This design comes from an exercise in tuning for small area, a short achievable clock period and few clock cycles per item on the open sky130 flow, not from production work. Function was not checked in any run shown here: the RTL went through the layout flow alone. Power is estimated from default activity; no workload was simulated.

==> flow/design.v, too long to show whole: its modules and the start of the top module <==
// module gemm_top: 1228 lines
module gemm_top (
    input  logic           clk,
    input  logic           rst,
    input  logic           start,
    input  logic           p_wr_en,
    input  logic [1:0]     p_wr_addr,
    input  logic [31:0]    p_wr_data,
    input  logic           q_wr_en,
    input  logic [1:0]     q_wr_addr,
    input  logic [15:0]    q_wr_data,
    input  logic           r_wr_en,
    input  logic [1:0]     r_wr_addr,
    input  logic [127:0]   r_wr_data,
    input  logic           r_rd_en,
    input  logic [1:0]     r_rd_addr,
    output logic           busy,
    output logic           done,
    output logic [127:0]   c_out,
    output logic           c_valid
);
  // ...
==> flow/run.sh <==
#!/bin/bash
# synth_recipe.tcl (not shown) runs the flow's synth.tcl, then flattens the netlist and writes it again
# the make line also repeats each setting of config.mk as NAME=value (left out here)
make -C /OpenROAD-flow-scripts/flow DESIGN_CONFIG=/design/flow/config.mk WORK_HOME=/design/flow/orfs CLKGATE_MAP_FILE= SYNTH_SCRIPT=/design/flow/synth_recipe.tcl finish
==> flow/config.mk <==
export PLATFORM = sky130hd
export DESIGN_NAME = gemm_top
export DESIGN_NICKNAME = gemm_top
export VERILOG_FILES = /design/flow/design.v
export SDC_FILE = /design/flow/constraint.sdc
export NUM_CORES = 4
export LEC_CHECK = 0
export CAP_MARGIN = 20
export CORE_MARGIN = 2
export CORE_UTILIZATION = 40
export SETUP_SLACK_MARGIN = 2.2
export SLEW_MARGIN = 20
==> flow/constraint.sdc <==
create_clock -name core_clock -period 5.0 [get_ports {clk}]
set_input_delay 1.0000 -clock core_clock [delete_from_list [all_inputs] [get_ports {clk}]]
set_output_delay 1.0000 -clock core_clock [all_outputs]
set_load 0.01 [all_outputs]
==> results.py, run 1 <==
metrics = {
    "pwr": {
        "p_seq_w": 0.0118,
        "clockPowerShare": 0.147,
    },
    "timing": {
        "final.setup.tns_ns": 0,
        "layout_setup_ws_ns": 1.21,
        "fmax_ghz": 0.264,
        "period_needed_ns": 3.79,
    },
    "grt": {
        "antenna_found_initial": 10,
        "gr-usage-met1": 0.327,
        "grt-ovfl-total": 0,
    },
    "worst_setup_path": {
        "slowest_delay_ns": 0.96,
        "path_delay_family": "adder cells",
        "cp_data_arrival_time_ns": 4.37,
    },
    "finish": {
        "nNonClkInverters": 308,
        "final_common_cell": "nand2_1",
        "regMostFlops": "r_mem",
        "post-route-util": 0.539,
        "final_cell_area_sq_um": 73900,
    },
    "logic_synthesis": {
        "synth_top_family_by_area": "compound AO/OA/AOI/OAI gates",
        "synth-async-reset-ratio": 0,
        "synth_area_leaders": "edfxtp_1 38%, fa_1 9.6%, dfxtp_1 8.5%, nand2_1 5.1%, a21oi_1 3.0%",
    },
    "routing": {
        "highest_layer": "met5",
    },
    "run_status": {
        "status": "timing/DRC/antenna clean",
    },
    "clock_network": {
        "cts_hold_buf": 0,
        "cts_buffers": 101,
    },
    "min_path": {
        "hp-start": "done_q",
    },
}
==> inputs of run 2 (changes only) <==
--- a/flow/config.mk
+++ b/flow/config.mk
@@ -10,3 +10,2 @@
 export CORE_UTILIZATION = 40
-export SETUP_SLACK_MARGIN = 2.2
 export SLEW_MARGIN = 20
==> run 2 against run 1 <==
Still clean. Design area decreased by 14%. Die area stayed put. Setup slack worse by 0.51 ns. Synthesized area did not move. Final cell count decreased by 6.1%. Global-route usage is 2.4 points lower. Sequential share of layout area increased by 5.3 points. Power down 22%. Routed wire length decreased by 14%. Critical endpoint is now r_mem[3][31].
==> results.py, run 2 <==
metrics = {
    "routing": {
        "ant_nets": 0,
        "wl_microns": 158000,
        "drtIter0Drc": 3852,
        "route.detailed.drc": 0,
        "via_count": 41300,
        "post_drt_wl_per_cell_microns": 21.3,
        "viasPerCell": 5.56,
        "firstDrtPassIters": 6,
    },
    "timing": {
        "slew_viol_final": 0,
        "max_slew_margin": 0.252,
        "period_needed_ns": 4.30,
        "tightest_slew_ns": 1.12,
        "whs_ns": 0.487,
        "hold_viol_final": 0,
        "fmax_ghz": 0.233,
        "layout_setup_ws_ns": 0.701,
        "fin_crit_sh": 0.860,
        "grt_setup_unrepaired": "no",
        "clock_skew_ns": 0.0254,
        "setup_violations": 0,
    },
    "worst_setup_path": {
        "crit_path_start_kind": "flip-flop",
        "crit_buf_inv": 2,
        "end_kind": "flip-flop",
        "slowest_delay_ns": 0.67,
        "path_delay_family": "simple AND/OR/NAND/NOR gates",
        "cp_data_arrival_time_ns": 4.76,
        "path_cells": "inv_1 -> ha_1 -> inv_1 -> fa_1 -> ha_1 -> and2_1 -> a22oi_1 -> a21oi_1 -> a2111o_1 -> nor2_1 -> and3_1 -> nor3_1 -> o31ai_1",
        "cp.required_ns": 5.46,
        "critPathKind": "flip-flop to flip-flop",
        "slowest_stage": "nor2_1",
        "cp_max_fo": 11,
    },
    "clock_network": {
        "clk_pin_slew_ns": 0.07,
        "ctsResizeCount": 0,
        "cts.htree.levels": 3,
        "clockBufferDepth": 3,
        "cts_buffers": 101,
        "insertion_delay_ns": 0.73,
        "cts_setup_buffers": 0,
        "cts_root_buf": "clkbuf_16",
        "cts_hold_buf": 0,
        "tritoncts": "done",
        "cts.sinks": 939,
    },
    "finish": {
        "syn2layout_area_growth_pct": 15.9,
        "regMostFlops": "r_mem",
        "fin_nets": 6125,
        "final_cell_area_sq_um": 63900,
        "biggestRegsByFlops": "r_mem (512), p_mem (128), rd_q (128)",
        "drive_gt1_frac": 0.0750,
        "final_common_cell": "nand2_1",
        "largest_reg_flops": 512,
        "final_cell_mix": "751 x nand2_1, 704 x edfxtp_1, 329 x a21oi_1, 321 x clkdlybuf4s50_1",
        "post-route-util": 0.466,
    },
    "grt": {
        "grt_first_pass_wirelength_microns": 239000,
        "grt_start_max_net_pins": 177,
        "grt_usage": 0.221,
        "grt_pass1_vias": 39100,
        "antenna_found_initial": 9,
        "grt-ovfl-total": 0,
    },
    "logic_synthesis": {
        "netlist.area_leader.share": 0.383,
        "ys_seq_elements": 939,
        "synth_largest_area_cell": "edfxtp_1",
        "synth_fp_nets": 5997,
        "synth-async-reset-ratio": 0,
        "yosysMostFrequentCell": "nand2_1",
        "synth_edf_count": 704,
        "ys_types": 85,
        "ys_seq_area_frac": 0.468,
        "synthFlopType": "edfxtp_1",
        "synth_cells": 5414,
        "syn_area_sq_um": 55200,
        "ys_warn_count": 5,
        "synth_area_leaders": "edfxtp_1 38%, fa_1 9.6%, dfxtp_1 8.5%, nand2_1 5.1%, a21oi_1 3.0%",
        "synth_commonest_cells": "751 x nand2_1, 704 x edfxtp_1, 346 x clkbuf_1",
        "postSynthAreaPerCell_sq_um": 10.2,
    },
    "placement": {
        "dpl.hpwl_microns": 112000,
        "place_congestion": 0.917,
        "post-place-ws_ns": 0.748,
        "portBuffers": 321,
        "dpl-instance-area_sq_um": 60400,
    },
    "pwr": {
        "irDropWorstVdd_uv": 404,
        "power_density_nw_per_um2": 631,
        "leakagePower_nw": 24.5,
    },
    "floorplanning": {
        "die-area_sq_um": 141000,
        "rows": 136,
        "fp.coreArea_sq_um": 137000,
        "die_y_microns": 375,
        "fp.dieW_microns": 375,
        "ios": 322,
        "start_util": 0.402,
    },
    "flow_run": {
        "cap_violations": 0,
    },
    "min_path": {
        "worstHoldPathType": "flip-flop to flip-flop",
    },
    "run_status": {
        "status": "timing/DRC/antenna clean",
    },
}
-- run 2: logic make-up (layout without fill, tap and decap cells) --
family,count (synthesis),in the layout,synth area share
compound gates,1344,1344,0.153
xor+xnor,206,206,0.0327
fa+ha+maj,461,461,0.137
buf+inv,733,947,0.0503
flops,939,939,0.468
mux,118,118,0.0234
other cells,0,3,0
simple gates,1613,1613,0.135
-- run 2: area by class of cell --
class                      instances  area, sq um
inverter                         306         1150
tap                             1794         2240
multi-input combinational       3742        26700
antenna                            3         7.51
clock inverter                    57          769
clock buffer                     132         2710
fill                           12600        73200
sequential                       939        25800
timing repair buffer             452         4520
-- run 2: final timing paths --
| path | startpoint | cells after the start | endpoint | slack [ns] |
|---|---|---|---|---|
| min | done_q | 2 | done_q | 0.49 |
| max reg2reg | cs_q[22] | 13 | r_mem[3][31] | 0.70 |
| min reg2reg | done_q | 2 | done_q | 0.49 |
| max | cs_q[22] | 13 | r_mem[3][31] | 0.70 |
-- run 2: power by group --
part	switching, W	total [W]	leakage, nW	internal (W)
sequential	0.00129	0.0120	8.58	0.0107
clock	0.00322	0.00785	1.69	0.00464
combinational	0.0119	0.0204	14.2	0.00852
-- run 2: tightest hold or removal path, delay by kind of cell (launching register included) --
kind             cells  cell delay [ns]
AO/OA/AOI/OAI        1             0.06
AND/OR/NAND/NOR      1             0.05
flip-flops           1             0.32
-- run 2: metal layers --
layer,track usage,vias to the layer above,wire length [microns]
li1,-,19400,-
met1,0.300,20300,69600
met2,0.356,1321,73200
met3,0.0368,286,9810
met4,0.0805,12,5700
met5,0,-,76
-- run 2: per-stage QoR --
stage	total power (W)	cells	TNS, ns
after floorplan	0.0259	5414	-86.51
after global placement	0.0322	7232	0
after detailed placement	0.0326	7232	0
after CTS	0.0406	7421	0
after global routing	0.0438	7423	0
final	0.0403	7425	0

==> separate check: timing with driven ports <==
In the flow no input, the clock included, has a driving cell. The finished layouts below were timed again as built, in two steps.
Step 1 sets driving cells, clkbuf_16 on the clock port and buf_2 on the other inputs (assumed; they add their load-dependent delay and slew).
Step 2 times the ports against the registers' clock, not the clock port: input delays grow and output delays shrink by t, the midpoint of the rising clock arrivals with the driver on.
a / b / c = ideal / step 1 / step 2; a / b = the first two.
run	shift t [ns]	setup slack, ns	hold WS [ns]	latest minus earliest clock arrival (ns)	pins driven straight from the clock port
run 1	0.797	1.210 / 1.210 / 1.210	0.476 / 0.476 / 0.476	0.052 / 0.053	1
run 2	0.794	0.701 / 0.701 / 0.701	0.487 / 0.487 / 0.487	0.030 / 0.029	1
After both steps setup and hold are still met in every run listed.
